This design comes from an exercise in tuning for small area on the open sky130 flow, not from production work.
Only simulation tests tie the RTL to the original design; equivalence was not proved.
Power and IR drop assume default switching activity.

==> design/flow/design.v <==
`timescale 1ns/1ps
package spram_pkg;
    localparam int data_width = 32;
    localparam int byte_width = 8;                          
    localparam int num_lanes  = data_width / byte_width;
    localparam int mem_depth  = 64;
    localparam int addr_width = $clog2(mem_depth);
    localparam int max_read_latency = 4;
    typedef logic [addr_width-1:0] addr_t;
    typedef logic [data_width-1:0] data_t;
    typedef logic [num_lanes-1:0]  lane_mask_t;
    localparam data_t read_reset_value = '0;
    typedef enum logic [1:0] {
        wm_read_first,                                      
        wm_write_first,                                     
        wm_no_change                                        
    } write_mode_e;
endpackage
`timescale 1ns/1ps
module spram_we_grp (
    input  logic ena,
    input  logic lane,
    input  logic hi,
    output logic grp_n
);
    assign grp_n = !(ena && lane && hi);
endmodule
module spram_we_gate (
    input  logic lo_n,
    input  logic grp_n,
    output logic we
);
    assign we = !(lo_n || grp_n);
endmodule
module spram_port_ctrl (
    input  logic                                                 ena,
    input  spram_pkg::lane_mask_t                                wb_lanes,
    input  logic [7:0]                                           wb_hi,
    input  logic [7:0]                                           wb_lo_n,
    output logic [spram_pkg::mem_depth*spram_pkg::num_lanes-1:0] lane_we    
);
    logic [8*spram_pkg::num_lanes-1:0] grp_n;
    for (genvar j = 0; j < 8; j++) begin : g_hi
        for (genvar l = 0; l < spram_pkg::num_lanes; l++) begin : g_lane
            spram_we_grp u_grp (
                .ena   (ena),
                .lane  (wb_lanes[l]),
                .hi    (wb_hi[j]),
                .grp_n (grp_n[j*spram_pkg::num_lanes+l])
            );
            for (genvar i = 0; i < 8; i++) begin : g_lo
                spram_we_gate u_gate (
                    .lo_n  (wb_lo_n[i]),
                    .grp_n (grp_n[j*spram_pkg::num_lanes+l]),
                    .we    (lane_we[(j*8+i)*spram_pkg::num_lanes+l])
                );
            end
        end
    end
endmodule
`timescale 1ns/1ps
module spram_rd_sel (
    input  logic hi,
    input  logic lo,
    output logic sel_n
);
    assign sel_n = !(hi && lo);
endmodule
module spram_rd_pair (
    input  logic q0,
    input  logic sel0_n,
    input  logic q1,
    input  logic sel1_n,
    output logic hit
);
    assign hit = !((q0 || sel0_n) && (q1 || sel1_n));
endmodule
module spram_rd_nor4 (
    input  logic [3:0] hit,
    output logic       miss
);
    assign miss = !(|hit);
endmodule
module spram_rd_nand4 (
    input  logic [3:0] miss,
    output logic       hit
);
    assign hit = !(&miss);
endmodule
module spram_array (
    input  logic [spram_pkg::mem_depth*spram_pkg::data_width-1:0] mem,    
    input  logic [7:0]                                            rd_hi,
    input  logic [7:0]                                            rd_lo,
    output logic [2*spram_pkg::data_width-1:0]                    rd_half   
);
    localparam int DW = spram_pkg::data_width;
    logic [spram_pkg::mem_depth-1:0] sel_n;
    for (genvar w = 0; w < spram_pkg::mem_depth; w++) begin : g_sel
        spram_rd_sel u_sel (
            .hi    (rd_hi[w/8]),
            .lo    (rd_lo[w%8]),
            .sel_n (sel_n[w])
        );
    end
    for (genvar b = 0; b < DW; b++) begin : g_bit
        logic [31:0] hit;
        logic [7:0]  miss;
        for (genvar k = 0; k < 32; k++) begin : g_pair
            spram_rd_pair u_pair (
                .q0     (mem[(2*k)*DW+b]),
                .sel0_n (sel_n[2*k]),
                .q1     (mem[(2*k+1)*DW+b]),
                .sel1_n (sel_n[2*k+1]),
                .hit    (hit[k])
            );
        end
        for (genvar g = 0; g < 8; g++) begin : g_nor
            spram_rd_nor4 u_nor (
                .hit  (hit[4*g +: 4]),
                .miss (miss[g])
            );
        end
        for (genvar h = 0; h < 2; h++) begin : g_nand
            spram_rd_nand4 u_nand (
                .miss (miss[4*h +: 4]),
                .hit  (rd_half[h*DW+b])
            );
        end
    end
endmodule
`timescale 1ns/1ps
module spram_out_pipe (
    input  logic hit0,
    input  logic hit1,
    input  logic load,
    input  logic hold,
    input  logic q,
    output logic d
);
    assign d = (load && !(hit0 || hit1)) || (hold && q);
endmodule
`timescale 1ns/1ps
module spram_top (
    input  logic                  clka,
    input  logic                  rsta,
    input  logic                  ena,
    input  spram_pkg::addr_t      addra,
    input  spram_pkg::data_t      dina,
    input  spram_pkg::lane_mask_t wea,
    input  logic                  regcea,
    output spram_pkg::data_t      douta
);
    localparam int DW = spram_pkg::data_width;
    localparam int BW = spram_pkg::byte_width;
    localparam int NL = spram_pkg::num_lanes;
    localparam int ND = spram_pkg::mem_depth;
    logic [DW-1:0] mem [0:ND-1];
    logic [7:0] req_lo;
    logic [7:0] req_hi;
    logic       rd_valid;      
    logic [DW-1:0]         wb_data;
    spram_pkg::lane_mask_t wb_lanes;
    logic [7:0] dec_lo;
    logic [7:0] dec_hi;
    always_comb begin
        for (int i = 0; i < 8; i++) begin
            dec_lo[i] = (addra[2:0] == 3'(i));
            dec_hi[i] = (addra[5:3] == 3'(i));
        end
    end
    always_ff @(posedge clka or posedge rsta) begin
        if (rsta) begin
            rd_valid <= 1'b0;
        end else if (ena) begin
            rd_valid <= 1'b1;
        end
    end
    always_ff @(posedge clka) begin
        if (ena) begin
            req_lo    <= dec_lo;
            req_hi    <= dec_hi;
            wb_data <= dina;
            wb_lanes  <= wea;
        end
    end
    logic [ND*NL-1:0] lane_we;
    spram_port_ctrl spram_port_ctrl_inst (
        .ena      (ena),
        .wb_lanes (wb_lanes),
        .wb_hi    (req_hi),
        .wb_lo_n  (~req_lo),
        .lane_we  (lane_we)
    );
    always_ff @(posedge clka) begin
        for (int w = 0; w < ND; w++) begin
            for (int i = 0; i < NL; i++) begin
                if (lane_we[w*NL+i]) begin
                    mem[w][i*BW +: BW] <= wb_data[i*BW +: BW];
                end
            end
        end
    end
    logic [ND*DW-1:0] mem_flat;
    logic [2*DW-1:0]  rd_half;
    always_comb begin
        for (int w = 0; w < ND; w++) begin
            mem_flat[w*DW +: DW] = mem[w];
        end
    end
    spram_array spram_array_inst (
        .mem     (mem_flat),
        .rd_hi   (req_hi),
        .rd_lo   (req_lo),
        .rd_half (rd_half)
    );
    logic [DW-1:0] dout_next;
    for (genvar b = 0; b < DW; b++) begin : g_out
        spram_out_pipe u_out (
            .hit0   (rd_half[b]),
            .hit1   (rd_half[DW+b]),
            .load   (regcea && rd_valid),
            .hold   (!regcea),
            .q      (douta[b]),
            .d      (dout_next[b])
        );
    end
    always_ff @(posedge clka or posedge rsta) begin
        if (rsta) begin
            douta <= spram_pkg::read_reset_value;
        end else begin
            douta <= dout_next;
        end
    end
endmodule
==> design/flow/flow/run.sh <==
#!/bin/bash
# Own layout flow: the standard flow, with the combinational gates of
# the synthesis netlist sized by fanout before floorplan and the output
# ports buffered with the smallest buffer after global placement.
set -euo pipefail
W=$(pwd)
bash standard.sh synth > "$W/flow_synth.log" 2>&1
bash standard.sh finish PRE_FLOORPLAN_TCL="$W/flow/downsize.tcl" \
  POST_GLOBAL_PLACE_TCL="$W/flow/outbuf.tcl" > "$W/flow_finish.log" 2>&1
==> design/flow/flow/downsize.tcl <==
# Sourced by ORFS at the start of floorplan (PRE_FLOORPLAN_TCL): size every
# combinational gate by the fanout of its output, smallest drive for a
# fanout up to 5, drive 2 up to 16, drive 4 above. The flow's own repair
# later sizes up what timing needs.
set db [ord::get_db]
set block [ord::get_db_block]
set n 0
foreach inst [$block getInsts] {
  set name [[$inst getMaster] getName]
  if {![regexp {^(sky130_fd_sc_hd__(nor|nand|and|or|o|a)[0-9a-z]*)_([0-9]+)$} $name -> base kind drive]} {
    continue
  }
  set fanout 0
  foreach it [$inst getITerms] {
    if {[$it isOutputSignal]} {
      set net [$it getNet]
      if {$net ne "NULL"} {
        set fanout [expr {[llength [$net getITerms]] - 1 + [llength [$net getBTerms]]}]
      }
    }
  }
  set want 1
  if {$fanout > 16} {
    set want 4
  } elseif {$fanout > 5} {
    set want 2
  }
  set m "NULL"
  for {set d $want} {$d >= 1 && $m eq "NULL"} {incr d -1} {
    set m [$db findMaster ${base}_$d]
  }
  if {$m ne "NULL" && [$m getName] ne $name} {
    $inst swapMaster $m
    incr n
  }
}
puts "downsize: $n gates resized by fanout"
==> design/flow/flow/outbuf.tcl <==
# Sourced by ORFS at the end of global placement (POST_GLOBAL_PLACE_TCL):
# the buffer that drives each output port becomes the smallest buffer.
# Input ports keep the delay buffer that the standard flow gives them.
set db [ord::get_db]
set block [ord::get_db_block]
set small [$db findMaster sky130_fd_sc_hd__buf_1]
set n 0
foreach bt [$block getBTerms] {
  if {[$bt getIoType] ne "OUTPUT"} { continue }
  set net [$bt getNet]
  if {$net eq "NULL"} { continue }
  foreach it [$net getITerms] {
    if {![$it isOutputSignal]} { continue }
    set inst [$it getInst]
    if {[[$inst getMaster] getName] eq "sky130_fd_sc_hd__clkdlybuf4s50_1"} {
      $inst swapMaster $small
      incr n
    }
  }
}
puts "outbuf: $n output port buffers set to buf_1"
==> design/flow/standard.sh <==
#!/bin/bash
# synth_recipe.tcl (not shown) runs the flow's synth.tcl, then flattens the netlist and writes it again
# the make line also repeats each setting of config.mk as NAME=value (left out here)
make -C /OpenROAD-flow-scripts/flow DESIGN_CONFIG=/design/flow/config.mk WORK_HOME=/design/flow/orfs CLKGATE_MAP_FILE= SYNTH_SCRIPT=/design/flow/synth_recipe.tcl "${@:-finish}"
==> design/flow/config.mk <==
export PLATFORM = sky130hd
export DESIGN_NAME = spram_top
export DESIGN_NICKNAME = spram_top
export VERILOG_FILES = /design/flow/design.v
export SDC_FILE = /design/flow/constraint.sdc
export NUM_CORES = 4
export LEC_CHECK = 0
export CAP_MARGIN = 20
export CORE_MARGIN = 2
export CORE_UTILIZATION = 60
export CTS_BUF_LIST = sky130_fd_sc_hd__clkbuf_8
export CTS_CLUSTER_DIAMETER = 60
export CTS_CLUSTER_SIZE = 18
export PLACE_DENSITY = 0.72
export SETUP_SLACK_MARGIN = 0.3
export SLEW_MARGIN = 20
export SYNTH_HIERARCHICAL = 1
==> design/flow/constraint.sdc <==
create_clock -name core_clock -period 3.2 [get_ports {clka}]
set_input_delay 0.6400 -clock core_clock [delete_from_list [all_inputs] [get_ports {clka}]]
set_output_delay 0.6400 -clock core_clock [all_outputs]
set_load 0.01 [all_outputs]
==> results of run 1 <==
==> power groups by stage <==
stage | clock network, mW | registers, mW | logic (mW)
after floorplan | 0 | 32.3 | 1.63
after global placement | 0 | 32.0 | 3.96
after detailed placement | 0 | 32.0 | 4.04
after CTS | 13.2 | 31.4 | 4.07
after global routing | 14.1 | 31.4 | 4.36
final | 13.1 | 31.4 | 4.25
==> per-stage QoR <==
step / hold WS [ns] / util, % / power (mW) / cell area, µm² / worst slack [ns]
after global placement: 0.4543 / 64.09 / 36.00 / 80270 / 0.2394
after floorplan: 0.4336 / - / 33.98 / 75510 / 0.9277
after CTS: 0.04898 / 66.04 / 48.64 / 82710 / 0.3211
final: 0.1159 / 66.23 / 48.68 / 82950 / 0.2725
after detailed placement: 0.4631 / 63.93 / 36.09 / 80070 / 0.2147
after global routing: 0.1098 / 66.23 / 49.85 / 82950 / 0.2917
==> cells in the final DEF, fill, tap and decap left out <==
cell,netlist,final
edfxtp_1,2100,2100
o22ai_1,1024,1024
nor2_2,0,256
nor4_1,0,248
buf_4,0,235
clkbuf_8,0,146
nand4_1,64,64
nand2_4,0,62
inv_1,10,55
clkdlybuf4s50_1,0,44
dfrtp_1,33,33
nor2_1,288,32
a22o_1,32,32
nand3_2,0,32
buf_1,0,32
buf_12,0,19
clkinv_2,0,12
nor4_2,256,8
bufinv_16,0,8
diode_2,0,7
nor3b_1,6,6
and3b_1,0,6
clkinv_1,0,6
clkinvlp_4,0,3
nor3_1,2,2
and3_1,0,2
nand2_8,0,2
inv_6,0,2
and2_4,0,1
inv_2,0,1
or2_1,0,1
inv_8,0,1
clkinv_8,0,1
buf_6,0,1
==> flip-flops by register name (all words and copies together), names as in the netlist <==
register	cells
wb_data	32
douta	32
wb_lanes	4
req_lo	8
req_hi	8
rd_valid	1
mem	2048
==> modules after synthesis, one instance, submodules excluded, excerpt <==
module | times used | cells | flops+latches
spram_rd_pair | 1024 | 1 | 0
spram_top | 1 | 2161 | 2133
spram_out_pipe | 32 | 2 | 0
spram_we_grp | 32 | 1 | 0
spram_rd_sel | 64 | 1 | 0
spram_rd_nor4 | 256 | 1 | 0
spram_we_gate | 256 | 1 | 0
spram_rd_nand4 | 64 | 1 | 0
==> critical path, delay by kind of cell (launching register included) <==
kind | cells | cell delay (ns)
AND/OR/NAND/NOR | 4 | 1.58
buffers and inverters | 1 | 0.18
AO/OA/AOI/OAI | 2 | 0.34
flip-flops | 1 | 0.76
==> timing repair <==
action | CTS | global route
hold buffers | 0 | 0
pin swaps | 3 | 2
resized for setup | 3 | 7
setup endpoints to repair | 4 | 15
setup buffers | 6 | 20
==> layer usage <==
layer  vias to the layer above  GRT usage, %
li1                      17850             -
met5                         -             0
met4                         8         13.10
met1                     22020         44.43
met2                      2945         48.66
met3                       458         5.868
==> kinds of logic (layout without fill, tap and decap cells) <==
logic type      Yosys count  count (layout)  synth area share [%]
compound gates         1056            1056                 8.817
buf+inv                  10             566               0.04950
flops                  2133            2133                 84.24
other cells               0               7                     0
simple gates            722             722                 6.893
==> how the worst max path moves through the flow <==
stage | start | to | slack, ns | cells after the start
after floorplan | req_lo[0] | mem[0][0] | 0.93 | 2
after global placement | req_hi[3] | douta[25] | 0.24 | 7
after detailed placement | req_lo[1] | douta[28] | 0.21 | 8
after CTS | req_lo[2] | douta[25] | 0.32 | 8
after global routing | req_hi[3] | douta[21] | 0.29 | 9
final | req_hi[6] | douta[26] | 0.27 | 7
==> final cells by class <==
type | count | area, µm² | area share [%]
Antenna cell | 7 | 17.52 | 0.02112
Clock buffer | 146 | 2009 | 2.423
Clock inverter | 79 | 553.0 | 0.6667
Inverter | 10 | 47.55 | 0.05732
Multi-Input combinational cell | 1778 | 11650 | 14.05
Sequential cell | 2133 | 63890 | 77.02
Tap cell | 1650 | 2064 | 2.489
Timing Repair Buffer | 331 | 2716 | 3.275
==> run_results.csv, run 1 <==
group,metric,value,unit
logic_synthesis,ys_warn_count,8,
sta,setup_tns,0,ns
drt,drt_iter0_drc,6543,
sta,relSlewSlack,36.41,%
clocking,path_clk_slew,0.10,ns
logic_synthesis,postSynthCellCount,3921,
sta,fin_crit,2.928,ns
drt,wl,202600,µm
flow_run,maxCapViolations,0,
critical_path,path_cells,"nand2_4 -> o22ai_1 -> nor4_1 -> nand4_1 -> buf_4 -> nor2_1 -> a22o_1",
drt,via_per_inst,7.056,
sta,setup_viol,0,
logic_synthesis,synth_flop_cell,"edfxtp_1",
sta,rsz0062_at_grt,"true",
placed_design,dp_cells,5876,
layout,fin_nets,4442,
clocking,cts_buffers,142,
clocking,clk_latency,0.90,ns
critical_path,r2r_slack,0.27,ns
die,boundaryPins,78,
outcome,status,"complete, no violations",
global_route,grt_pass1_wl,283300,µm
power,p_comb_share,8.7,%
power,p_seq_share,64.4,%
logic_synthesis,yosysChipArea,75840,µm²
power,clkPwrFrac,26.8,%
critical_path,arrival,3.77,ns
power,power.leakage,25.54,nW
sta,period_share,91.48,%
drt,dr.pass1.iters,6,
logic_synthesis,synthTopCellsByCount,"2100 x edfxtp_1, 1024 x o22ai_1, 288 x nor2_1",
critical_path,cp_data_required_time,4.04,ns
drt,wl_met2,95340,µm
critical_path,r2r_start,"req_hi[6]",
sta,max_freq,341.6,MHz
placed_design,portBuffers,77,
global_route,grt_max_degree,65,
drt,top_layer,"met5",
logic_synthesis,ys_top_cells_by_area,"edfxtp_1 83%, o22ai_1 8.4%, nor4_2 4.2%, nor2_1 1.4%, dfrtp_1 1.1%",
die,die_w,358.8,µm
drt,postRouteAntennaNets,0,
die,die_h,358.8,µm
logic_synthesis,synth_top_cell_area_share,83.15,%
sta,skew,0.04041,ns
drt,route.detailed.drc,0,
layout,stdcell_count,6134,
logic_synthesis,seq_area_frac_synth,84.24,%
global_route,gr-total-overflow,0,
power,switching_share,23.47,%
global_route,antenna_found_initial,13,
critical_path,crit_slowest_cell,"edfxtp_1",
power,p_sw,11.42,mW
sta,finalHoldViolCount,0,
global_route,grt_pass1_vias,40870,
layout,drive_gt1_share,17.65,%
critical_path,slowest_delay,0.76,ns
clocking,cts_buffer_depth,3,
clocking,cts_tree,"built",
die,core_area,125200,µm²
power,p_per_area,586.8,nW/µm²
sta,worstMarginPinSlew,0.9539,ns
placed_design,hpwlAfterDp,126000,µm
drt,wl_per_cell,33.03,µm
logic_synthesis,synth_cell_type_count,16,
logic_synthesis,ys_seq_elements,2133,
die,num_rows,130,
drt,met3_length,22940,µm
drt,wl_met1,75080,µm
layout,fill_cells,8209,
die,start_util,60.29,%
power,p_int,37.25,mW
critical_path,startpoint_type,"register",
clocking,clock_sink_count,2133,
clocking,clockRootBuffer,"clkbuf_8",
die,die-area,128700,µm²
critical_path,rr_worst_depth,7,
critical_path,end_kind,"register",
logic_synthesis,yosysTopAreaCell,"edfxtp_1",
critical_path,critPathKind,"register to register",
clocking,ctsHtreeMaxLevel,4,
drt,via_count,43280,
logic_synthesis,async_flop_share,1.547,%
power,ir_drop,0.4382,mV
worst_hold_path,hold_path.class,"input pin to asynchronous set/reset pin",
logic_synthesis,synth_fp_nets,3967,
critical_path,critPathMaxFanout,32,
global_route,gr-usage-all-layers,31.33,%
critical_path,reg2reg_to,"douta[26]",
logic_synthesis,synth_edf_count,2100,
sta,drv_slew,0,
logic_synthesis,yosysMostFrequentCell,"edfxtp_1",
==> inputs of run 2 (changes only) <==
--- a/design/flow/design.v
+++ b/design/flow/design.v
@@ -95,11 +95,13 @@
 );
     localparam int DW = spram_pkg::data_width;
-    logic [spram_pkg::mem_depth-1:0] sel_n;
-    for (genvar w = 0; w < spram_pkg::mem_depth; w++) begin : g_sel
-        spram_rd_sel u_sel (
-            .hi    (rd_hi[w/8]),
-            .lo    (rd_lo[w%8]),
-            .sel_n (sel_n[w])
-        );
+    logic [spram_pkg::mem_depth-1:0] sel_n [0:1];
+    for (genvar c = 0; c < 2; c++) begin : g_copy
+        for (genvar w = 0; w < spram_pkg::mem_depth; w++) begin : g_sel
+            spram_rd_sel u_sel (
+                .hi    (rd_hi[w/8]),
+                .lo    (rd_lo[w%8]),
+                .sel_n (sel_n[c][w])
+            );
+        end
     end
     for (genvar b = 0; b < DW; b++) begin : g_bit
@@ -109,7 +111,7 @@
             spram_rd_pair u_pair (
                 .q0     (mem[(2*k)*DW+b]),
-                .sel0_n (sel_n[2*k]),
+                .sel0_n (sel_n[b/(DW/2)][2*k]),
                 .q1     (mem[(2*k+1)*DW+b]),
-                .sel1_n (sel_n[2*k+1]),
+                .sel1_n (sel_n[b/(DW/2)][2*k+1]),
                 .hit    (hit[k])
             );
==> run 2 against run 1 <==
Against the previous run:
- highest routed layer is now met4
- cell count about the same
- combinational power about the same
- sequential share of layout area rose by 0.49 points
- still clean on timing, DRC and antenna
- clock skew increased by 0.0077 ns
- clock power hardly changed
- utilization shrank 0.42 points
- critical path depth is the same
- register-to-register slack better by 0.21 ns
==> run_results.csv, run 2 <==
group,metric,value,unit
outcome,status,"complete, no violations",
layout,final_common_cell,"edfxtp_1",
placed_design,dp_cells,5908,
die,boundaryPins,78,
clocking,path_clk_slew,0.11,ns
critical_path,crit_slowest_cell,"nor4_1",
logic_synthesis,synth_cell_type_count,16,
layout,final_cell_mix,"2100 x edfxtp_1, 1024 x o22ai_1, 256 x nor2_2, 254 x nor4_1, 191 x buf_4",
logic_synthesis,postSynthCellCount,3985,
sta,period_share,84.85,%
logic_synthesis,yosysChipArea,76080,µm²
drt,via_per_inst,7.017,
logic_synthesis,yosysMostFrequentCell,"edfxtp_1",
drt,wl,193500,µm
die,core_area,125200,µm²
layout,final_area,82420,µm²
drt,drt_iter0_drc,6472,
power,ir_drop,0.5453,mV
die,start_util,60.35,%
layout,drive_gt1_share,17.83,%
critical_path,crit_family,"simple AND/OR/NAND/NOR gates",
global_route,gr-usage-all-layers,29.90,%
clocking,clk_latency,0.92,ns
sta,worstMarginPinSlew,0.9371,ns
logic_synthesis,seq_area_frac_synth,83.97,%
sta,setup_tns,0,ns
critical_path,end_kind,"register",
clocking,clockRootBuffer,"clkbuf_8",
critical_path,critPathBufInv,1,
critical_path,path_cells,"buf_12 -> nand2_2 -> o22ai_1 -> nor4_1 -> nand4_1 -> nor2_1 -> a22o_1",
placed_design,placed_cell_area,79820,µm²
placed_design,portBuffers,77,
critical_path,slowest_delay,0.59,ns
global_route,grt_pass1_vias,40800,
logic_synthesis,ys_warn_count,10,
die,die_w,358.9,µm
sta,skew,0.04813,ns
logic_synthesis,synth_flop_cell,"edfxtp_1",
sta,drv_slew,0,
layout,largest_registers,"mem: 2048 flops, douta: 32 flops, wb_data: 32 flops",
critical_path,cp_data_required_time,4.05,ns
drt,via_count,43070,
power,power.leakage,25.09,nW
logic_synthesis,synth_top_cell_area_share,82.89,%
logic_synthesis,yosysTopAreaCell,"edfxtp_1",
critical_path,startpoint_type,"register",
logic_synthesis,ys_top_cells_by_area,"edfxtp_1 83%, o22ai_1 8.4%, nor4_2 4.2%, nor2_1 1.4%, dfrtp_1 1.1%",
drt,wl_per_cell,31.53,µm
critical_path,arrival,3.57,ns
global_route,grt_pass1_wl,278300,µm
critical_path,critPathMaxFanout,16,
layout,largest_reg_flops,2048,
clocking,clock_sink_count,2133,
sta,rsz0062_at_grt,"false",
global_route,grt_max_degree,65,
layout,fill_cells,8244,
drt,postRouteAntennaNets,0,
clocking,cts_buffers,142,
die,die_h,358.9,µm
drt,dr.pass1.iters,5,
sta,max_freq,368.3,MHz
placed_design,hpwlAfterDp,121700,µm
logic_synthesis,synthTopCellsByCount,"2100 x edfxtp_1, 1024 x o22ai_1, 288 x nor2_1",
worst_hold_path,hold_path.class,"input pin to asynchronous set/reset pin",
global_route,antenna_found_initial,4,
clocking,ctsHtreeMaxLevel,4,
die,num_rows,130,
layout,top_register,"mem",
power,p_per_area,587.9,nW/µm²
logic_synthesis,ys_seq_elements,2133,
global_route,gr-total-overflow,0,
sta,relSlewSlack,36.95,%
drt,route.detailed.drc,0,
layout,fin_util,65.81,%
logic_synthesis,async_flop_share,1.547,%
clocking,holdBufCountCts,0,
sta,fin_crit,2.715,ns
sta,holdWs,0.2679,ns
layout,fin_nets,4452,
flow_run,maxCapViolations,0,
sta,finalHoldViolCount,0,
die,die-area,128800,µm²
logic_synthesis,synth_fp_nets,4031,
critical_path,critPathKind,"register to register",
logic_synthesis,synth_edf_count,2100,
clocking,cts_tree,"built",
layout,stdcell_count,6138,
sta,setup_viol,0,
clocking,cts_buffer_depth,3,
run 2: cell count changes after synthesis, sizes merged:
cell,change
nand2,+64
run 2: worst paths after layout:
| check | start | end | slack [ns] | cells after the start |
|---|---|---|---|---|
| max in group asynchronous | rsta | douta[31] | 2.64 | 3 |
| worst min-delay path | rsta | douta[3] | 0.27 | 3 |
| min in group core_clock | dina[17] | wb_data[17] | 0.27 | 1 |
| worst max-delay path | req_lo[5] | douta[15] | 0.48 | 7 |
| worst max register to register | req_lo[5] | douta[15] | 0.48 | 7 |
| worst min register to register | rd_valid | rd_valid | 0.49 | 1 |
run 2: repair_timing:
| item | in CTS | in global routing |
|---|---|---|
| setup endpoints to repair | 2 | 3 |
| pin swaps | 0 | 0 |
| gates resized for setup | 1 | 1 |
| buffers inserted | 2 | 2 |
run 2: routing by layer:
| layer | wire (µm) | vias to the layer above | global-route usage, % | part of all wire, % |
|---|---|---|---|---|
| met2 | 87870 | 2923 | 44.94 | 45 |
| met5 | 0 | - | 0 | 0 |
| met1 | 73810 | 21880 | 43.76 | 38 |
| li1 | - | 17910 | - | - |
| met3 | 26230 | 359 | 8.038 | 14 |
| met4 | 5599 | 0 | 8.629 | 2.9 |
run 2: per-stage QoR:
step / power, mW / setup slack [ns]
after global routing: 49.71 / 0.4424
after detailed placement: 36.07 / 0.3107
after global placement: 36.00 / 0.3066
final: 48.45 / 0.4849
after CTS: 48.44 / 0.4169
after floorplan: 33.98 / 0.9031
run 2: power breakdown:
part / leakage [nW] / internal, mW / switching, mW
logic: 4.05 / 1.01 / 3.22
registers: 19.6 / 31.3 / 0.0745
clock network: 1.47 / 4.71 / 8.18
total: 25.1 / 37.0 / 11.5
run 2: area by class of cell:
cell class,instances,area [µm²],share of cell area [%]
well taps,1650,2064,2.505
flip-flops and latches,2133,63890,77.51
multi-input cells,1842,11680,14.17
diodes,1,2.502,0.003036
clock buffers,156,2147,2.605
clock inverters,69,400.4,0.4858
repair buffers,277,2195,2.663
inverters,10,47.55,0.05769
run 2: logic make-up after synthesis:
kind of cell | synth area share (%)
AO/OA/AOI/OAI | 8.789
flip-flops | 83.97
buffers and inverters | 0.04934
AND/OR/NAND/NOR | 7.187
run 2: worst reg2reg max path, stage by stage, from the launching register on:
cell	delay, ns
edfxtp_1	0.55
buf_12	0.24
nand2_2	0.30
o22ai_1	0.20
nor4_1	0.59
nand4_1	0.44
nor2_1	0.21
a22o_1	0.14
run 2: Yosys stat by module, one instance, submodules excluded, excerpt:
module          copies in the design  flops+latches  cells
spram_we_gate                    256              0      1
spram_top                          1           2133   2161
spram_rd_sel                     128              0      1
spram_out_pipe                    32              0      2
spram_rd_pair                   1024              0      1
spram_rd_nand4                    64              0      1
spram_rd_nor4                    256              0      1
spram_we_grp                      32              0      1
==> inputs of run 3 (changes only) <==
--- a/design/flow/config.mk
+++ b/design/flow/config.mk
@@ -12,4 +12,5 @@
 export CTS_CLUSTER_DIAMETER = 60
 export CTS_CLUSTER_SIZE = 18
+export GPL_TIMING_DRIVEN = 0
 export PLACE_DENSITY = 0.72
 export SETUP_SLACK_MARGIN = 0.3
==> run 3 against run 2 <==
Against the previous run:
- largest power group unchanged
- cell count shrank 1.3%
- combinational power grew 2%
- still clean
- fmax shrank 7.9%
- global-route usage shrank 0.75 points
- non-clock buffer count shrank 51
- worst hold slack lost 0.091 ns
- sequential share of layout area shrank 1.1 points
==> run_results.csv, run 3 <==
group,metric,value,unit
drt,route.detailed.drc,0,
logic_synthesis,async_flop_share,1.547,%
global_route,grt_max_degree,49,
power,power.leakage,25.13,nW
drt,postRouteAntennaNets,0,
outcome,status,"complete, no violations",
clocking,clock_sink_count,2133,
die,die_h,358.9,µm
layout,multi_input_area,12350,µm²
clocking,ctsHtreeMaxLevel,4,
drt,drt_iter0_drc,6352,
critical_path,r2r_slack,0.25,ns
global_route,antenna_found_initial,2,
clocking,cts_buffers,138,
critical_path,slowest_delay,0.77,ns
die,core_area,125200,µm²
sta,rsz0062_at_grt,"true",
logic_synthesis,ys_warn_count,10,
global_route,grt.busiest_layer,"met1",
global_route,grt_util_met3,6.303,%
sta,skew,0.04348,ns
drt,dr.pass1.iters,5,
critical_path,critPathKind,"register to register",
drt,via_per_inst,6.986,
sta,fin_crit,2.947,ns
layout,final_area,83560,µm²
layout,fin_nets,4397,
logic_synthesis,postSynthCellCount,3985,
critical_path,cp_common_cell,"buf_8",
sta,drv_slew,0,
drt,wl,190100,µm
power,ir_drop,0.3801,mV
drt,via_count,42310,
die,start_util,60.35,%
placed_design,portBuffers,77,
critical_path,reg2reg_to,"douta[6]",
critical_path,rr_worst_depth,8,
critical_path,critPathMaxFanout,16,
critical_path,cp_data_required_time,4.06,ns
logic_synthesis,synth_flop_cell,"edfxtp_1",
critical_path,critPathBufInv,2,
logic_synthesis,synth_fp_nets,4031,
layout,ff_latch_area,63890,µm²
clocking,path_clk_slew,0.11,ns
layout,largest_reg_flops,2048,
layout,final_cell_mix,"2100 x edfxtp_1, 1024 x o22ai_1, 262 x nor2_2, 166 x nor4_1, 146 x clkbuf_8",
logic_synthesis,synthTopCellsByCount,"2100 x edfxtp_1, 1024 x o22ai_1, 288 x nor2_1",
drt,wl_per_cell,31.38,µm
logic_synthesis,synth_cell_type_count,16,
logic_synthesis,seq_area_frac_synth,83.97,%
logic_synthesis,yosysTopAreaCell,"edfxtp_1",
die,die_w,358.9,µm
critical_path,crit_slowest_cell,"nor4_2",
critical_path,crit_cells,8,
logic_synthesis,synth_edf_count,2100,
critical_path,arrival,3.80,ns
placed_design,hpwlAfterDp,129200,µm
logic_synthesis,ys_top_cells_by_area,"edfxtp_1 83%, o22ai_1 8.4%, nor4_2 4.2%, nor2_1 1.4%, dfrtp_1 1.1%",
layout,fill_cells,7998,
layout,top_register,"mem",
die,boundaryPins,78,
global_route,gr-total-overflow,0,
layout,drive_gt1_share,18.90,%
sta,setup_viol,0,
critical_path,end_kind,"register",
logic_synthesis,synth_top_cell_area_share,82.89,%
layout,largest_registers,"mem: 2048 flops, douta: 32 flops, wb_data: 32 flops",
critical_path,crit_family,"simple AND/OR/NAND/NOR gates",
critical_path,startpoint_type,"register",
global_route,use_met1,44.97,%
logic_synthesis,yosysChipArea,76080,µm²
sta,period_share,92.10,%
clocking,cts_tree,"built",
power,p_per_area,574.1,nW/µm²
sta,relSlewSlack,21.79,%
placed_design,placed_cell_area,80470,µm²
layout,final_common_cell,"edfxtp_1",
worst_hold_path,hold_path.class,"input pin to asynchronous set/reset pin",
critical_path,path_cells,"buf_8 -> buf_8 -> nand2_2 -> o22ai_1 -> nor4_2 -> nand4_1 -> nor2_1 -> a22o_1",
clocking,clockRootBuffer,"clkbuf_8",
die,num_rows,130,
sta,holdWs,0.1773,ns
logic_synthesis,ys_seq_elements,2133,
sta,max_freq,339.3,MHz
sta,finalHoldViolCount,0,
global_route,grt_pass1_wl,271200,µm
global_route,grt_pass1_vias,39780,
clocking,cts_buffer_depth,3,
flow_run,maxCapViolations,0,
clocking,clk_latency,0.91,ns
logic_synthesis,yosysMostFrequentCell,"edfxtp_1",
die,die-area,128800,µm²
critical_path,r2r_start,"req_lo[2]",
global_route,globalRouteMet2Util,42.42,%
sta,worstMarginPinSlew,1.173,ns
power,report.power.total,47.97,mW
global_route,gr-usage-all-layers,29.15,%
==> run 3: cell count changes in the layout (fill, tap and decap cells not counted), sizes merged <==
| cell | previous run | this run |
|---|---|---|
| clkinvlp | 5 | 6 |
| buf | 233 | 182 |
| clkinv | 15 | 9 |
| diode | 1 | 6 |
| clkbuf | 156 | 146 |
| inv | 57 | 38 |
| bufinv | 2 | 1 |
==> run 3: layout make-up <==
class                   instances  area share (%)
flip-flops and latches       2133           76.45
diodes                          6         0.01797
inverters                      10         0.07187
multi-input cells            1842           14.78
clock buffers                 146           2.405
repair buffers                226           3.516
well taps                    1650           2.471
clock inverters                44          0.2830
==> run 3: report_power, final <==
group          switching [mW]  internal, mW
registers               0.230          31.3
clock network            7.91          4.28
logic                    3.13          1.17
total                    11.3          36.7
==> run 3: worst max-delay path by stage <==
stage	startpoint	to	slack, ns
2_1_floorplan	req_lo[0]	mem[0][0]	0.90
3_3_place_gp	ena	mem[9][30]	-4.36
3_5_place_dp	req_lo[3]	douta[3]	-0.15
4_1_cts	req_lo[2]	douta[8]	0.21
5_1_grt	req_lo[1]	douta[20]	0.30
6_report	req_lo[2]	douta[6]	0.25
==> run 3: logic make-up (layout without fill, tap and decap cells) <==
family	Yosys count	after routing	share of synthesized area [%]
AOI/OAI and AO/OA	1056	1056	8.789
buffers and inverters	10	426	0.04934
and+or+nand+nor	786	786	7.187
DFF	2133	2133	83.97
other	0	6	0
==> run 3: modules after synthesis (local to each module, per instance), a selection <==
| module | cell area, µm² | cells inside | flops+latches | times used |
|---|---|---|---|---|
| spram_out_pipe | 12.51 | 2 | 0 | 32 |
| spram_rd_nor4 | 12.51 | 1 | 0 | 256 |
| spram_rd_nand4 | 6.256 | 1 | 0 | 64 |
| spram_rd_pair | 6.256 | 1 | 0 | 1024 |
| spram_we_grp | 5.005 | 1 | 0 | 32 |
| spram_we_gate | 3.754 | 1 | 0 | 256 |
| spram_rd_sel | 3.754 | 1 | 0 | 128 |
==> run 3: worst register-to-register path, cell delays in order, from the launching register on <==
cell,delay [ns]
edfxtp_1,0.57
buf_8,0.24
buf_8,0.17
nand2_2,0.30
o22ai_1,0.19
nor4_2,0.77
nand4_1,0.28
nor2_1,0.25
a22o_1,0.15
==> run 3: through the flow <==
step           setup slack, ns  instances  TNS [ns]  util (%)
6_report                0.2529       6057         0     66.72
5_1_grt                 0.3002       6056         0     66.72
4_1_cts                 0.2139       6044         0     66.50
3_5_place_dp           -0.1525       5849   -0.7034     64.25
3_3_place_gp            -4.361       5712  -8823.60     62.62
2_1_floorplan           0.9031       3985         0         -
==> run 3: repair_timing <==
item / 4_1_cts / 5_1_grt
setup buffers: 5 / 7
gates resized for setup: 78 / 31
setup endpoints to repair: 31 / 24
hold buffers: 0 / 0
pin swaps: 3 / 6
==> run 3: per-layer routing <==
metal / routed length [µm] / part of all wire [%]
met1: 76540 / 40
met2: 84100 / 44
met3: 23440 / 12
met4: 5994 / 3.2
met5: 0 / 0
==> inputs of run 4 (changes only) <==
==> design/flow/flow/run.sh (replaced) <==
#!/bin/bash
# Own layout flow: the standard flow, with the combinational gates of
# the synthesis netlist sized by fanout before floorplan, the output ports
# buffered with the smallest buffer after global placement, and a clock
# tree without dummy loads.
set -euo pipefail
W=$(pwd)
CTS="-sink_clustering_enable -repair_clock_nets -sink_clustering_size 18"
CTS="$CTS -sink_clustering_max_diameter 60 -buf_list sky130_fd_sc_hd__clkbuf_8 -dont_use_dummy_load"
bash standard.sh synth > "$W/flow_synth.log" 2>&1
bash standard.sh finish PRE_FLOORPLAN_TCL="$W/flow/downsize.tcl" \
  POST_GLOBAL_PLACE_TCL="$W/flow/outbuf.tcl" CTS_ARGS="$CTS" > "$W/flow_finish.log" 2>&1
--- a/design/flow/config.mk
+++ b/design/flow/config.mk
@@ -12,5 +12,4 @@
 export CTS_CLUSTER_DIAMETER = 60
 export CTS_CLUSTER_SIZE = 18
-export GPL_TIMING_DRIVEN = 0
 export PLACE_DENSITY = 0.72
 export SETUP_SLACK_MARGIN = 0.3
==> run 4 against run 3 <==
Against the previous run:
- critical endpoint is now douta[8]
- clock skew increased by 0.052 ns
- clock-buffer cell count decreased by 4
- sequential share of layout area increased by 1.6 points
- worst setup slack improved by 0.22 ns
- still clean
==> run_results.csv, run 4 <==
group,metric,value,unit
die,num_rows,130,
placed_design,portBuffers,77,
layout,final_cell_mix,"2100 x edfxtp_1, 1024 x o22ai_1, 256 x nor2_2, 254 x nor4_1, 191 x buf_4",
flow_run,maxCapViolations,0,
global_route,gr-total-overflow,0,
die,core_area,125200,µm²
power,report.power.total,47.28,mW
die,die-area,128800,µm²
sta,setup_viol,0,
logic_synthesis,synth_fp_nets,4031,
clocking,path_clk_slew,0.10,ns
clocking,ctsHtreeMaxLevel,4,
logic_synthesis,yosysMostFrequentCell,"edfxtp_1",
die,boundaryPins,78,
drt,postRouteAntennaNets,0,
layout,stdcell_count,6057,
placed_design,hpwlAfterDp,121700,µm
power,p_per_area,577.7,nW/µm²
logic_synthesis,ys_seq_elements,2133,
layout,largest_registers,"mem: 2048 flops, douta: 32 flops, wb_data: 32 flops",
logic_synthesis,synth_top_cell_area_share,82.89,%
clocking,clockRootBuffer,"clkbuf_8",
critical_path,path_cells,"buf_12 -> nand2_2 -> o22ai_1 -> nor4_1 -> nand4_1 -> nor2_1 -> a22o_1",
logic_synthesis,ys_top_cells_by_area,"edfxtp_1 83%, o22ai_1 8.4%, nor4_2 4.2%, nor2_1 1.4%, dfrtp_1 1.1%",
layout,final_common_cell,"edfxtp_1",
drt,drt_iter0_drc,6288,
die,start_util,60.35,%
outcome,status,"complete, no violations",
placed_design,dp_cells,5908,
logic_synthesis,yosysChipArea,76080,µm²
critical_path,crit_slowest_cell,"nor4_1",
sta,setup_tns,0,ns
sta,relSlewSlack,38.77,%
logic_synthesis,synthTopCellsByCount,"2100 x edfxtp_1, 1024 x o22ai_1, 288 x nor2_1",
critical_path,reg2reg_to,"douta[8]",
drt,wl_per_cell,31.93,µm
layout,fin_util,65.34,%
sta,rsz0062_at_grt,"false",
critical_path,critPathKind,"register to register",
clocking,cts_buffers,142,
critical_path,crit_start,"req_lo[5]",
critical_path,rr_worst_depth,7,
clocking,cts_buffer_depth,3,
critical_path,r2r_start,"req_lo[5]",
logic_synthesis,ys_warn_count,10,
sta,max_freq,366.6,MHz
die,die_w,358.9,µm
sta,fin_crit,2.728,ns
sta,skew,0.09569,ns
sta,drv_slew,0,
layout,top_register,"mem",
critical_path,r2r_slack,0.47,ns
critical_path,cp_data_required_time,4.05,ns
critical_path,critPathMaxFanout,16,
clocking,clk_latency,0.93,ns
logic_synthesis,yosysTopAreaCell,"edfxtp_1",
power,power.leakage,24.64,nW
critical_path,slowest_delay,0.57,ns
drt,via_per_inst,7.103,
drt,via_count,43030,
global_route,grt_max_degree,65,
critical_path,startpoint_type,"register",
die,die_h,358.9,µm
global_route,gr-usage-all-layers,29.89,%
drt,route.detailed.drc,0,
sta,period_share,85.24,%
critical_path,arrival,3.58,ns
clocking,cts_tree,"built",
sta,worstMarginPinSlew,0.9100,ns
global_route,antenna_found_initial,3,
logic_synthesis,synth_edf_count,2100,
logic_synthesis,synth_flop_cell,"edfxtp_1",
layout,largest_reg_flops,2048,
drt,wl,193400,µm
critical_path,end_kind,"register",
logic_synthesis,synth_cell_type_count,16,
logic_synthesis,postSynthCellCount,3985,
critical_path,critPathCapture,"douta[8]",
global_route,grt_pass1_vias,40710,
power,ir_drop,0.5463,mV
clocking,clock_sink_count,2133,
logic_synthesis,seq_area_frac_synth,83.97,%
global_route,grt_pass1_wl,278300,µm
drt,dr.pass1.iters,5,
worst_hold_path,hold_path.class,"input pin to register",
sta,finalHoldViolCount,0,
logic_synthesis,async_flop_share,1.547,%
layout,drive_gt1_share,17.51,%
layout,fin_nets,4452,
run 4: worst min-delay path by stage:
stage,start,to,slack (ns),cells past startpoint
floorplan,rd_valid,rd_valid,0.43,1
global placement,rd_valid,rd_valid,0.45,1
detailed placement,rd_valid,rd_valid,0.45,1
CTS,rsta,rd_valid,0.19,3
global route,ena,req_hi[2],0.22,2
finish,dina[17],wb_data[17],0.26,1
run 4: logic make-up after synthesis:
kind of cell	share of synthesized area [%]
AO/OA/AOI/OAI	8.789
buffers and inverters	0.04934
AND/OR/NAND/NOR	7.187
flip-flops	83.97
run 4: where the power goes:
group / internal (mW) / switching, mW
Sequential: 31.3 / 0.0747
Combinational: 1.01 / 3.21
Clock: 4.00 / 7.71
run 4: per-stage QoR:
step | hold WS [ns] | cell area, µm² | setup WS (ns)
2_1_floorplan | 0.4336 | 75590 | 0.9031
3_3_place_gp | 0.4475 | 80020 | 0.3066
3_5_place_dp | 0.4548 | 79820 | 0.3107
4_1_cts | 0.1908 | 81790 | 0.4068
5_1_grt | 0.2246 | 81830 | 0.4365
6_report | 0.2574 | 81830 | 0.4722
run 4: critical path, delay by kind of cell, from the launching register on:
family	cells	cell delay (ns)
AOI/OAI and AO/OA	2	0.33
and+or+nand+nor	4	1.52
DFF	1	0.55
buffers and inverters	1	0.24
run 4: metal layers:
metal,track usage (%),wire (µm),vias up
li1,-,-,17840
met1,43.87,73170,21930
met2,45.00,88270,2907
met3,7.695,26460,351
met4,8.720,5471,0
met5,0,0,-
run 4: per-module statistics from Yosys (local to each module, per instance), a selection:
module	cells inside	cell area (µm²)	flip-flops and latches	copies in the design
spram_out_pipe	2	12.51	0	32
spram_we_grp	1	5.005	0	32
spram_rd_sel	1	3.754	0	128
spram_rd_nand4	1	6.256	0	64
spram_rd_nor4	1	12.51	0	256
spram_we_gate	1	3.754	0	256
run 4: layout make-up:
cell class / instances / area, µm²
multi-input combinational: 1842 / 11680
timing repair buffer: 277 / 2195
fill: 8289 / 43410
antenna: 3 / 7.507
inverter: 10 / 47.55
clock buffer: 142 / 1954
tap: 1650 / 2064
sequential: 2133 / 63890
run 4: timing repair:
item                                    CTS  global route
hold buffers                              0             0
buffers inserted                          2             2
gates resized for setup                   1             1
gates cloned                              0             0
pin swaps                                 0             0
endpoints found under the setup margin    2             3
==> inputs of run 5 (changes only) <==
--- a/design/flow/design.v
+++ b/design/flow/design.v
@@ -76,15 +76,15 @@
     assign hit = !((q0 || sel0_n) && (q1 || sel1_n));
 endmodule
+module spram_rd_or4 (
+    input  logic [3:0] hit,
+    output logic       hit8
+);
+    assign hit8 = |hit;
+endmodule
 module spram_rd_nor4 (
-    input  logic [3:0] hit,
+    input  logic [3:0] hit8,
     output logic       miss
 );
-    assign miss = !(|hit);
-endmodule
-module spram_rd_nand4 (
-    input  logic [3:0] miss,
-    output logic       hit
-);
-    assign hit = !(&miss);
+    assign miss = !(|hit8);
 endmodule
 module spram_array (
@@ -107,5 +107,5 @@
     for (genvar b = 0; b < DW; b++) begin : g_bit
         logic [31:0] hit;
-        logic [7:0]  miss;
+        logic [7:0]  hit8;
         for (genvar k = 0; k < 32; k++) begin : g_pair
             spram_rd_pair u_pair (
@@ -117,14 +117,14 @@
             );
         end
-        for (genvar g = 0; g < 8; g++) begin : g_nor
+        for (genvar g = 0; g < 8; g++) begin : g_or
+            spram_rd_or4 u_or (
+                .hit  (hit[4*g +: 4]),
+                .hit8 (hit8[g])
+            );
+        end
+        for (genvar h = 0; h < 2; h++) begin : g_nor
             spram_rd_nor4 u_nor (
-                .hit  (hit[4*g +: 4]),
-                .miss (miss[g])
-            );
-        end
-        for (genvar h = 0; h < 2; h++) begin : g_nand
-            spram_rd_nand4 u_nand (
-                .miss (miss[4*h +: 4]),
-                .hit  (rd_half[h*DW+b])
+                .hit8 (hit8[4*h +: 4]),
+                .miss (rd_half[h*DW+b])
             );
         end
@@ -133,6 +133,6 @@
 `timescale 1ns/1ps
 module spram_out_pipe (
-    input  logic hit0,
-    input  logic hit1,
+    input  logic miss0,
+    input  logic miss1,
     input  logic load,
     input  logic hold,
@@ -140,5 +140,5 @@
     output logic d
 );
-    assign d = (load && !(hit0 || hit1)) || (hold && q);
+    assign d = (load && miss0 && miss1) || (hold && q);
 endmodule
 `timescale 1ns/1ps
@@ -219,6 +219,6 @@
     for (genvar b = 0; b < DW; b++) begin : g_out
         spram_out_pipe u_out (
-            .hit0   (rd_half[b]),
-            .hit1   (rd_half[DW+b]),
+            .miss0  (rd_half[b]),
+            .miss1  (rd_half[DW+b]),
             .load   (regcea && rd_valid),
             .hold   (!regcea),
--- a/design/flow/flow/run.sh
+++ b/design/flow/flow/run.sh
@@ -6,5 +6,5 @@
 set -euo pipefail
 W=$(pwd)
-CTS="-sink_clustering_enable -repair_clock_nets -sink_clustering_size 18"
+CTS="-sink_clustering_enable -repair_clock_nets -sink_clustering_size 21"
 CTS="$CTS -sink_clustering_max_diameter 60 -buf_list sky130_fd_sc_hd__clkbuf_8 -dont_use_dummy_load"
 bash standard.sh synth > "$W/flow_synth.log" 2>&1
--- a/design/flow/config.mk
+++ b/design/flow/config.mk
@@ -11,5 +11,5 @@
 export CTS_BUF_LIST = sky130_fd_sc_hd__clkbuf_8
 export CTS_CLUSTER_DIAMETER = 60
-export CTS_CLUSTER_SIZE = 18
+export CTS_CLUSTER_SIZE = 21
 export PLACE_DENSITY = 0.72
 export SETUP_SLACK_MARGIN = 0.3
==> run 5 against run 4 <==
Against the previous run:
- register-to-register slack worse by 0.13 ns
- clock skew fell by 0.027 ns
- cell count fell by 2.2%
- clock power barely moved
- global-route usage is 0.78 points higher
- design area is 0.32% lower
- total power decreased by 0.65%
- combinational power barely moved
- utilization fell by 0.38 points
- worst hold slack lost 0.16 ns
- non-clock buffer count fell by 94
- still clean on timing, DRC and antenna
- critical endpoint is now douta[13]
==> run_results.csv, run 5 <==
group,metric,value,unit
placed_design,pre_cts_ws,-0.08317,ns
global_route,grt_pass1_vias,39900,
logic_synthesis,yosysMostFrequentCell,"edfxtp_1",
sta,worstMarginPinSlew,0.9864,ns
layout,final_common_cell,"edfxtp_1",
die,boundaryPins,78,
critical_path,cp_data_required_time,4.02,ns
layout,largest_reg_flops,2048,
critical_path,arrival,3.68,ns
critical_path,critPathMaxFanout,16,
sta,drv_slew,0,
clocking,clk_latency,0.89,ns
layout,fill_cells,8337,
logic_synthesis,synth_cell_type_count,16,
drt,wl,200500,µm
clocking,cts_buffer_depth,3,
clocking,cts_buffers,133,
critical_path,critPathBufInv,2,
sta,max_freq,349.9,MHz
power,p_comb_share,8.9,%
logic_synthesis,synth_fp_nets,3999,
sta,finalHoldViolCount,0,
flow_run,maxCapViolations,0,
critical_path,critPathKind,"register to register",
critical_path,end_kind,"register",
die,die_h,359.5,µm
power,ir_drop,0.3615,mV
layout,final_area,81570,µm²
die,die_w,359.5,µm
clocking,ctsHtreeMaxLevel,4,
worst_hold_path,hold_path.class,"input pin to register",
clocking,holdBufCountCts,0,
sta,period_share,89.30,%
sta,fin_crit,2.858,ns
die,die-area,129200,µm²
power,p_sw,11.02,mW
critical_path,cp_common_cell,"buf_4",
global_route,grt_max_degree,65,
global_route,grt_pass1_wl,282300,µm
outcome,status,"complete, no violations",
die,start_util,60.39,%
power,p_per_area,575.8,nW/µm²
logic_synthesis,synthTopCellsByCount,"2100 x edfxtp_1, 1024 x o22ai_1, 256 x nor2_1, 256 x or4_1, 128 x nand2_1",
placed_design,placed_cell_area,79420,µm²
power,power.leakage,24.58,nW
sta,fin_ws,0.3422,ns
logic_synthesis,async_flop_share,1.547,%
critical_path,path_cells,"buf_4 -> buf_4 -> nand2_2 -> o22ai_1 -> or4_1 -> nor4_2 -> a32o_1",
critical_path,startpoint_type,"register",
logic_synthesis,synth_edf_count,2100,
drt,via_count,42970,
sta,skew,0.06861,ns
logic_synthesis,yosysChipArea,75120,µm²
critical_path,crit_slowest_cell,"or4_1",
logic_synthesis,synth_top_cell_area_share,83.95,%
layout,multi_input_area,12190,µm²
power,p_int,35.94,mW
logic_synthesis,yosysTopAreaCell,"edfxtp_1",
power,switching_share,23.47,%
layout,top_register,"mem",
critical_path,crit_family,"simple AND/OR/NAND/NOR gates",
drt,route.detailed.drc,0,
logic_synthesis,ys_seq_elements,2133,
drt,drt_iter0_drc,6729,
global_route,antenna_found_initial,7,
die,num_rows,130,
die,core_area,125600,µm²
layout,largest_registers,"mem: 2048 flops, douta: 32 flops, wb_data: 32 flops",
power,p_seq_share,66.7,%
drt,dr.pass1.iters,6,
layout,final_cell_mix,"2100 x edfxtp_1, 1024 x o22ai_1, 256 x or4_1, 256 x nor2_2, 133 x clkbuf_8",
sta,rsz0062_at_grt,"false",
critical_path,slowest_delay,0.58,ns
layout,fin_nets,4317,
power,report.power.total,46.97,mW
drt,via_per_inst,7.254,
placed_design,portBuffers,77,
drt,postRouteAntennaNets,0,
drt,wl_per_cell,33.86,µm
logic_synthesis,synth_flop_cell,"edfxtp_1",
sta,holdWs,0.1024,ns
sta,setup_viol,0,
logic_synthesis,ys_top_cells_by_area,"edfxtp_1 84%, o22ai_1 8.5%, or4_1 2.6%, nor2_1 1.3%, dfrtp_1 1.1%",
layout,ff_latch_area,63890,µm²
global_route,gr-usage-all-layers,30.66,%
logic_synthesis,postSynthCellCount,3953,
sta,setup_tns,0,ns
power,clkPwrFrac,24.3,%
logic_synthesis,ys_warn_count,10,
clocking,cts_tree,"built",
global_route,gr-total-overflow,0,
clocking,clock_sink_count,2133,
sta,relSlewSlack,34.24,%
layout,drive_gt1_share,16.26,%
clocking,clockRootBuffer,"clkbuf_8",
logic_synthesis,seq_area_frac_synth,85.05,%
clocking,path_clk_slew,0.12,ns
placed_design,hpwlAfterDp,124700,µm
[run 5: cell count changes after synthesis]
cell and change:
a22o_1 -32, a32o_1 +32, nand4_1 -64, nor2_1 -32
nor4_2 -192, or4_1 +256
[run 5: layer usage]
metal	up-vias	share of wire, %	GRT usage [%]
li1	17600	-	-
met1	22010	37	44.77
met2	2962	45	46.00
met3	394	14	7.467
met4	6	3.7	10.58
met5	-	0.019	0
[run 5: stage by stage]
step / cells / utilization, %
2_1_floorplan: 3953 / -
3_3_place_gp: 5782 / 63.40
3_5_place_dp: 5782 / 63.25
4_1_cts: 5915 / 64.83
5_1_grt: 5920 / 64.96
6_report: 5923 / 64.96
[run 5: cells by family after synthesis]
group / synth area share, %
DFF: 85.05
buffers and inverters: 0.04998
and+or+nand+nor: 5.946
AOI/OAI and AO/OA: 8.955
[run 5: timing repair]
item	CTS	global route
resized for setup	24	17
setup endpoints to repair	21	24
setup buffers	0	4
[run 5: cell type report]
type,count,area share (%)
multi-input cells,1810,14.95
well taps,1650,2.531
inverters,10,0.05829
repair buffers,183,1.891
clock buffers,133,2.244
diodes,4,0.01227
flip-flops and latches,2133,78.32
[run 5: power groups by stage]
stage	registers (mW)	clock network (mW)	logic [mW]
floorplan	32.4	0	1.61
global placement	32.0	0	3.93
detailed placement	32.0	0	4.00
CTS	31.3	11.5	4.03
global route	31.4	12.5	4.29
finish	31.3	11.4	4.20
[run 5: per-module statistics from Yosys, one instance, submodules excluded, excerpt]
module	flops+latches	cells	times used
spram_top	2133	2161	1
spram_rd_nor4	0	1	64
spram_out_pipe	0	1	32
spram_rd_or4	0	1	256
spram_rd_pair	0	1	1024
spram_we_grp	0	1	32
spram_rd_sel	0	1	128
spram_we_gate	0	1	256
[run 5: worst paths after layout]
check                          start          end  slack [ns]  cells after the start
setup / recovery           req_hi[0]    douta[13]        0.34                      7
hold / removal                   ena  wb_lanes[2]        0.10                      1
setup reg to reg           req_hi[0]    douta[13]        0.34                      7
hold reg to reg             rd_valid     rd_valid        0.48                      1
max in group asynchronous       rsta    douta[29]        2.19                      3
min in group asynchronous       rsta    douta[10]        0.29                      2
==> inputs of run 6 (changes only) <==
--- a/design/flow/flow/run.sh
+++ b/design/flow/flow/run.sh
@@ -6,5 +6,5 @@
 set -euo pipefail
 W=$(pwd)
-CTS="-sink_clustering_enable -repair_clock_nets -sink_clustering_size 21"
+CTS="-sink_clustering_enable -repair_clock_nets -sink_clustering_size 18"
 CTS="$CTS -sink_clustering_max_diameter 60 -buf_list sky130_fd_sc_hd__clkbuf_8 -dont_use_dummy_load"
 bash standard.sh synth > "$W/flow_synth.log" 2>&1
--- a/design/flow/config.mk
+++ b/design/flow/config.mk
@@ -11,7 +11,7 @@
 export CTS_BUF_LIST = sky130_fd_sc_hd__clkbuf_8
 export CTS_CLUSTER_DIAMETER = 60
-export CTS_CLUSTER_SIZE = 21
+export CTS_CLUSTER_SIZE = 18
 export PLACE_DENSITY = 0.72
-export SETUP_SLACK_MARGIN = 0.3
+export SETUP_SLACK_MARGIN = 0.2
 export SLEW_MARGIN = 20
 export SYNTH_HIERARCHICAL = 1
==> run 6 against run 5 <==
Against the previous run:
- worst hold slack better by 0.0011 ns
- register-to-register slack worse by 0.12 ns
- clock skew down 0.0071 ns
- cell count unchanged
- die area unchanged
- wire length about the same
- combinational power down 1%
- utilization about the same
- sequential share of layout area about the same
- flip-flop and latch count unchanged
- sequential power about the same
- synthesized cell count unchanged
- largest cell class unchanged
==> run_results.csv, run 6 <==
group,metric,value,unit
logic_synthesis,yosysChipArea,75120,µm²
sta,finalHoldViolCount,0,
placed_design,portBuffers,77,
sta,relSlewSlack,33.88,%
drt,dr.pass1.iters,6,
sta,fin_crit,2.981,ns
logic_synthesis,ys_top_cells_by_area,"edfxtp_1 84%, o22ai_1 8.5%, or4_1 2.6%, nor2_1 1.3%, dfrtp_1 1.1%",
drt,wl,200400,µm
sta,rsz0062_at_grt,"true",
die,core_area,125600,µm²
logic_synthesis,synthTopCellsByCount,"2100 x edfxtp_1, 1024 x o22ai_1, 256 x nor2_1, 256 x or4_1, 128 x nand2_1",
sta,holdWs,0.1035,ns
flow_run,maxCapViolations,0,
layout,top_register,"mem",
critical_path,end_kind,"register",
logic_synthesis,synth-adder-area-share,0,%
critical_path,startpoint_type,"register",
worst_hold_path,hold_path.class,"input pin to register",
critical_path,critPathKind,"register to register",
clocking,holdBufCountCts,0,
clocking,clk_latency,0.90,ns
logic_synthesis,synth_top_family_by_area,"compound AO/OA/AOI/OAI gates",
critical_path,cp_data_required_time,4.04,ns
clocking,postCtsSetupBuffers,0,
layout,final_common_cell,"edfxtp_1",
clocking,clockRootBuffer,"clkbuf_8",
die,num_rows,130,
drt,top_layer,"met5",
logic_synthesis,synth_cell_type_count,16,
critical_path,r2r_slack,0.22,ns
drt,drt_iter0_drc,6732,
logic_synthesis,synth_fp_nets,3999,
logic_synthesis,yosysMostFrequentCell,"edfxtp_1",
layout,largest_reg_flops,2048,
clocking,clock_sink_count,2133,
layout,final_cell_mix,"2100 x edfxtp_1, 1024 x o22ai_1, 256 x or4_1, 256 x nor2_2, 140 x clkbuf_8",
logic_synthesis,yosysTopAreaCell,"edfxtp_1",
power,power.leakage,24.60,nW
power,switching_share,23.49,%
sta,skew,0.06152,ns
sta,worstMarginPinSlew,0.9918,ns
global_route,grt_pass1_vias,40040,
drt,via_per_inst,7.224,
logic_synthesis,ys_warn_count,10,
logic_synthesis,postSynthCellCount,3953,
clocking,ctsHtreeMaxLevel,4,
power,p_per_area,578.8,nW/µm²
global_route,grt_max_degree,65,
layout,fill_cells,8367,
die,die-area,129200,µm²
die,die_h,359.5,µm
layout,largest_registers,"mem: 2048 flops, douta: 32 flops, wb_data: 32 flops",
global_route,gr-total-overflow,0,
global_route,grt_pass1_wl,282500,µm
drt,wl_met2,91150,µm
layout,fin_util,64.95,%
die,die_w,359.5,µm
power,p_int,36.12,mW
clocking,path_clk_slew,0.11,ns
critical_path,arrival,3.82,ns
critical_path,critPathMaxFanout,16,
power,clkPwrFrac,24.8,%
drt,route.detailed.drc,0,
logic_synthesis,synth_top_cell_area_share,83.95,%
logic_synthesis,synth_flop_cell,"edfxtp_1",
die,boundaryPins,78,
logic_synthesis,synth-compound-area-share,8.955,%
logic_synthesis,synth_edf_count,2100,
clocking,cts_buffers,140,
logic_synthesis,yosys.area_share.simple,5.946,%
drt,wl_per_cell,33.83,µm
sta,drv_slew,0,
logic_synthesis,synthMuxAreaShare,0,%
layout,drive_gt1_share,16.22,%
power,ir_drop,0.4223,mV
global_route,antenna_found_initial,2,
sta,setup_viol,0,
power,p_sw,11.09,mW
drt,postRouteAntennaNets,0,
layout,fin_nets,4320,
outcome,status,"complete, no violations",
power,report.power.total,47.21,mW
sta,max_freq,335.4,MHz
clocking,cts_buffer_depth,3,
logic_synthesis,seq_area_frac_synth,85.05,%
drt,met3_length,27120,µm
power,p_seq_share,66.4,%
logic_synthesis,synth-xor-area-share,0,%
power,p_comb_share,8.8,%
logic_synthesis,async_flop_share,1.547,%
logic_synthesis,ys_seq_elements,2133,
sta,period_share,93.17,%
clocking,cts_tree,"built",
global_route,gr-usage-all-layers,30.70,%
die,start_util,60.39,%
drt,wl_met1,74590,µm
drt,via_count,42790,
placed_design,hpwlAfterDp,124700,µm
-- run 6: power by group through the flow --
| stage | clock [mW] | sequential, mW | combinational (mW) |
|---|---|---|---|
| final | 11.7 | 31.3 | 4.16 |
| after global routing | 12.8 | 31.4 | 4.26 |
| after CTS | 11.8 | 31.3 | 4.01 |
| after detailed placement | 0 | 32.0 | 4.00 |
| after global placement | 0 | 32.0 | 3.93 |
| after floorplan | 0 | 32.4 | 1.61 |
-- run 6: final cells by class --
type / count / area (µm²) / area share, %
well taps: 1650 / 2064 / 2.531
repair buffers: 179 / 1513 / 1.855
inverters: 10 / 47.55 / 0.05830
flip-flops and latches: 2133 / 63890 / 78.33
clock buffers: 140 / 1927 / 2.363
multi-input cells: 1810 / 12120 / 14.86
diodes: 1 / 2.502 / 0.003068
-- run 6: per-layer routing --
layer / vias up / track usage [%]
met5: - / 0
met4: 2 / 10.92
met3: 396 / 7.591
met2: 2962 / 45.96
met1: 21830 / 44.67
li1: 17600 / -
-- run 6: worst max-delay path: stages, from the launching register on --
cell and delay, ns:
edfxtp_1 0.59, buf_4 0.32, nand2_2 0.34, o22ai_1 0.15, or4_1 0.67, nor4_2 0.57, a32o_1 0.25
-- run 6: path summary, 6_finish.rpt --
kind | end | cells past startpoint | start
max | douta[9] | 6 | req_lo[2]
min | wb_lanes[2] | 1 | ena
max reg2reg | douta[9] | 6 | req_lo[2]
min reg2reg | rd_valid | 1 | rd_valid
max in group asynchronous | douta[29] | 3 | rsta
min in group asynchronous | douta[17] | 2 | rsta
-- run 6: timing repair --
item                       4_1_cts  5_1_grt
resized for setup               10       22
pin swaps                        0        2
setup endpoints to repair       10       20
-- run 6: cell families after synthesis --
family | count (synthesis)
flops | 2133
compound gates | 1056
simple gates | 754
buf+inv | 10
-- run 6: per-module statistics from Yosys (local to each module, per instance), a selection --
module	flip-flops and latches	cells	times used
spram_rd_nor4	0	1	64
spram_rd_or4	0	1	256
spram_top	2133	2161	1
spram_we_gate	0	1	256
spram_rd_sel	0	1	128
spram_out_pipe	0	1	32
spram_we_grp	0	1	32
spram_rd_pair	0	1	1024
-- run 6: metrics by stage --
stage / TNS, ns / cells / cell area (µm²) / setup slack [ns]
final: 0 / 5923 / 81560 / 0.2187
after global routing: 0 / 5923 / 81560 / 0.1990
after CTS: 0 / 5922 / 81410 / 0.1752
after detailed placement: -0.08568 / 5782 / 79420 / -0.08317
after global placement: -0.08292 / 5782 / 79620 / -0.08292
after floorplan: 0 / 3953 / 75830 / 0.9031
==> inputs of run 7 (changes only) <==
--- a/design/flow/config.mk
+++ b/design/flow/config.mk
@@ -13,5 +13,5 @@
 export CTS_CLUSTER_SIZE = 18
 export PLACE_DENSITY = 0.72
-export SETUP_SLACK_MARGIN = 0.2
+export SETUP_SLACK_MARGIN = 0.3
 export SLEW_MARGIN = 20
 export SYNTH_HIERARCHICAL = 1
==> run 7 against run 6 <==
Against the previous run:
- sequential power about the same
- synthesized cell count is the same
- still clean on timing, DRC and antenna
- critical path type unchanged
- cell count about the same
- largest cell class unchanged
- die area unchanged
- wire length grew 0.19%
- fmax grew 2.4%
- register-to-register slack better by 0.07 ns
- utilization hardly changed
- critical endpoint is now douta[15]
- total power about the same
==> run_results.csv, run 7 <==
group,metric,value,unit
outcome,status,"complete, no violations",
sta,rsz0062_at_grt,"false",
layout,largest_registers,"mem: 2048 flops, douta: 32 flops, wb_data: 32 flops",
logic_synthesis,synth_flop_cell,"edfxtp_1",
clocking,clock_sink_count,2133,
clocking,clk_latency,0.89,ns
clocking,cts_buffers,140,
layout,fin_nets,4323,
drt,route.detailed.drc,0,
layout,final_area,81590,µm²
die,boundaryPins,78,
critical_path,slowest_delay,0.65,ns
clocking,cts_buffer_depth,3,
die,die-area,129200,µm²
worst_hold_path,hold_path.class,"input pin to register",
critical_path,critPathMaxFanout,20,
logic_synthesis,postSynthCellCount,3953,
critical_path,path_cells,"buf_12 -> nand2_2 -> o22ai_1 -> or4_1 -> nor4_2 -> a32o_1",
logic_synthesis,ys_top_cells_by_area,"edfxtp_1 84%, o22ai_1 8.5%, or4_1 2.6%, nor2_1 1.3%, dfrtp_1 1.1%",
global_route,gr-total-overflow,0,
drt,wl_per_cell,33.87,µm
placed_design,placed_cell_area,79420,µm²
logic_synthesis,yosysTopAreaCell,"edfxtp_1",
placed_design,hpwlAfterDp,124700,µm
drt,via_per_inst,7.248,
sta,relSlewSlack,34.75,%
layout,fill_cells,8368,
layout,stdcell_count,5926,
sta,worstMarginPinSlew,0.9788,ns
sta,setup_tns,0,ns
power,report.power.total,47.24,mW
global_route,grt_pass1_vias,40020,
layout,final_common_cell,"edfxtp_1",
layout,final_cell_mix,"2100 x edfxtp_1, 1024 x o22ai_1, 256 x or4_1, 256 x nor2_2, 140 x clkbuf_8",
drt,via_count,42950,
placed_design,dp_cells,5782,
layout,fin_util,64.98,%
clocking,path_clk_slew,0.10,ns
die,die_w,359.5,µm
power,p_per_area,579.0,nW/µm²
layout,drive_gt1_share,16.33,%
critical_path,end_kind,"register",
logic_synthesis,synth_cell_type_count,16,
critical_path,cp_data_required_time,4.04,ns
drt,drt_iter0_drc,6760,
sta,finalHoldViolCount,0,
critical_path,arrival,3.75,ns
critical_path,crit_family,"simple AND/OR/NAND/NOR gates",
sta,drv_slew,0,
logic_synthesis,synthTopCellsByCount,"2100 x edfxtp_1, 1024 x o22ai_1, 256 x nor2_1, 256 x or4_1, 128 x nand2_1",
critical_path,critPathBufInv,1,
critical_path,crit_slowest_cell,"or4_1",
logic_synthesis,synth_edf_count,2100,
layout,largest_reg_flops,2048,
logic_synthesis,async_flop_share,1.547,%
die,core_area,125600,µm²
placed_design,portBuffers,77,
sta,period_share,90.98,%
clocking,clockRootBuffer,"clkbuf_8",
drt,postRouteAntennaNets,0,
logic_synthesis,seq_area_frac_synth,85.05,%
die,num_rows,130,
global_route,grt_pass1_wl,283100,µm
critical_path,startpoint_type,"register",
global_route,antenna_found_initial,5,
clocking,ctsHtreeMaxLevel,4,
logic_synthesis,yosysMostFrequentCell,"edfxtp_1",
sta,skew,0.05948,ns
clocking,holdBufCountCts,0,
sta,fin_crit,2.912,ns
die,die_h,359.5,µm
[run 7: per-stage QoR]
step                      worst slack (ns)  hold slack [ns]
final                               0.2885           0.1047
after global routing                0.3223          0.06072
after CTS                           0.1752          0.03251
after detailed placement          -0.08317           0.4577
after global placement            -0.08292           0.4471
after floorplan                     0.9031           0.4336
[run 7: final cells by class]
type	instances	area share, %
sequential	2133	78.30
multi-input combinational	1810	14.87
tap	1650	2.530
clock buffer	140	2.362
timing repair buffer	182	1.882
inverter	10	0.05827
antenna	1	0.003067
[run 7: layer usage]
layer  share of wire (%)  track usage (%)  vias to the layer above
li1                    -                -                    17600
met1                  37            45.15                    21920
met2                  45            45.83                     3024
met3                  13            7.223                      406
met4                 3.9            11.22                        4
met5               0.012                0                        -
[run 7: worst register-to-register path, cell delays in order (launching register included)]
cell and delay (ns):
edfxtp_1 0.43, buf_12 0.20, nand2_2 0.46, o22ai_1 0.22
or4_1 0.65, nor4_2 0.63, a32o_1 0.26
[run 7: kinds of logic (layout without fill, tap and decap cells)]
| group | Yosys count | after routing | share of synthesized area (%) |
|---|---|---|---|
| DFF | 2133 | 2133 | 85.05 |
| and+or+nand+nor | 754 | 754 | 5.946 |
| AOI/OAI and AO/OA | 1056 | 1056 | 8.955 |
| other | 0 | 1 | 0 |
| buffers and inverters | 10 | 332 | 0.04998 |
[run 7: path summary, 6_finish.rpt]
path	start	end	slack (ns)	depth (start not counted)
max in group asynchronous	rsta	douta[29]	2.19	3
hold / removal	ena	wb_lanes[2]	0.10	1
setup reg to reg	req_hi[1]	douta[15]	0.29	6
setup / recovery	req_hi[1]	douta[15]	0.29	6
min in group asynchronous	rsta	douta[17]	0.28	2
hold reg to reg	rd_valid	rd_valid	0.48	1
[run 7: Yosys stat by module (local to each module, per instance), a selection]
module	times used	cells inside	cell area, µm²	flip-flops and latches
spram_rd_pair	1024	1	6.256	0
spram_rd_sel	128	1	3.754	0
spram_rd_nor4	64	1	12.51	0
spram_rd_or4	256	1	7.507	0
spram_we_grp	32	1	5.005	0
spram_top	1	2161	64070	2133
spram_out_pipe	32	1	10.01	0
spram_we_gate	256	1	3.754	0
[run 7: power breakdown]
group,total (mW),internal [mW],switching (mW)
logic,4.18,0.902,3.27
registers,31.3,31.3,0.0726
clock network,11.7,3.95,7.77
total,47.2,36.1,11.1
[run 7: repair_timing]
item,CTS,global route
gates resized for setup,23,10
setup endpoints to repair,21,27
pin swaps,0,0
setup buffers,0,3

Check on run 7: ideal ports give 0.288 ns setup slack; a clkbuf_16 on the clock port and buf_2 on the inputs give 0.288 ns; moving port delays by the midpoint clock arrival (0.944 ns) as well gives 0.288 ns.
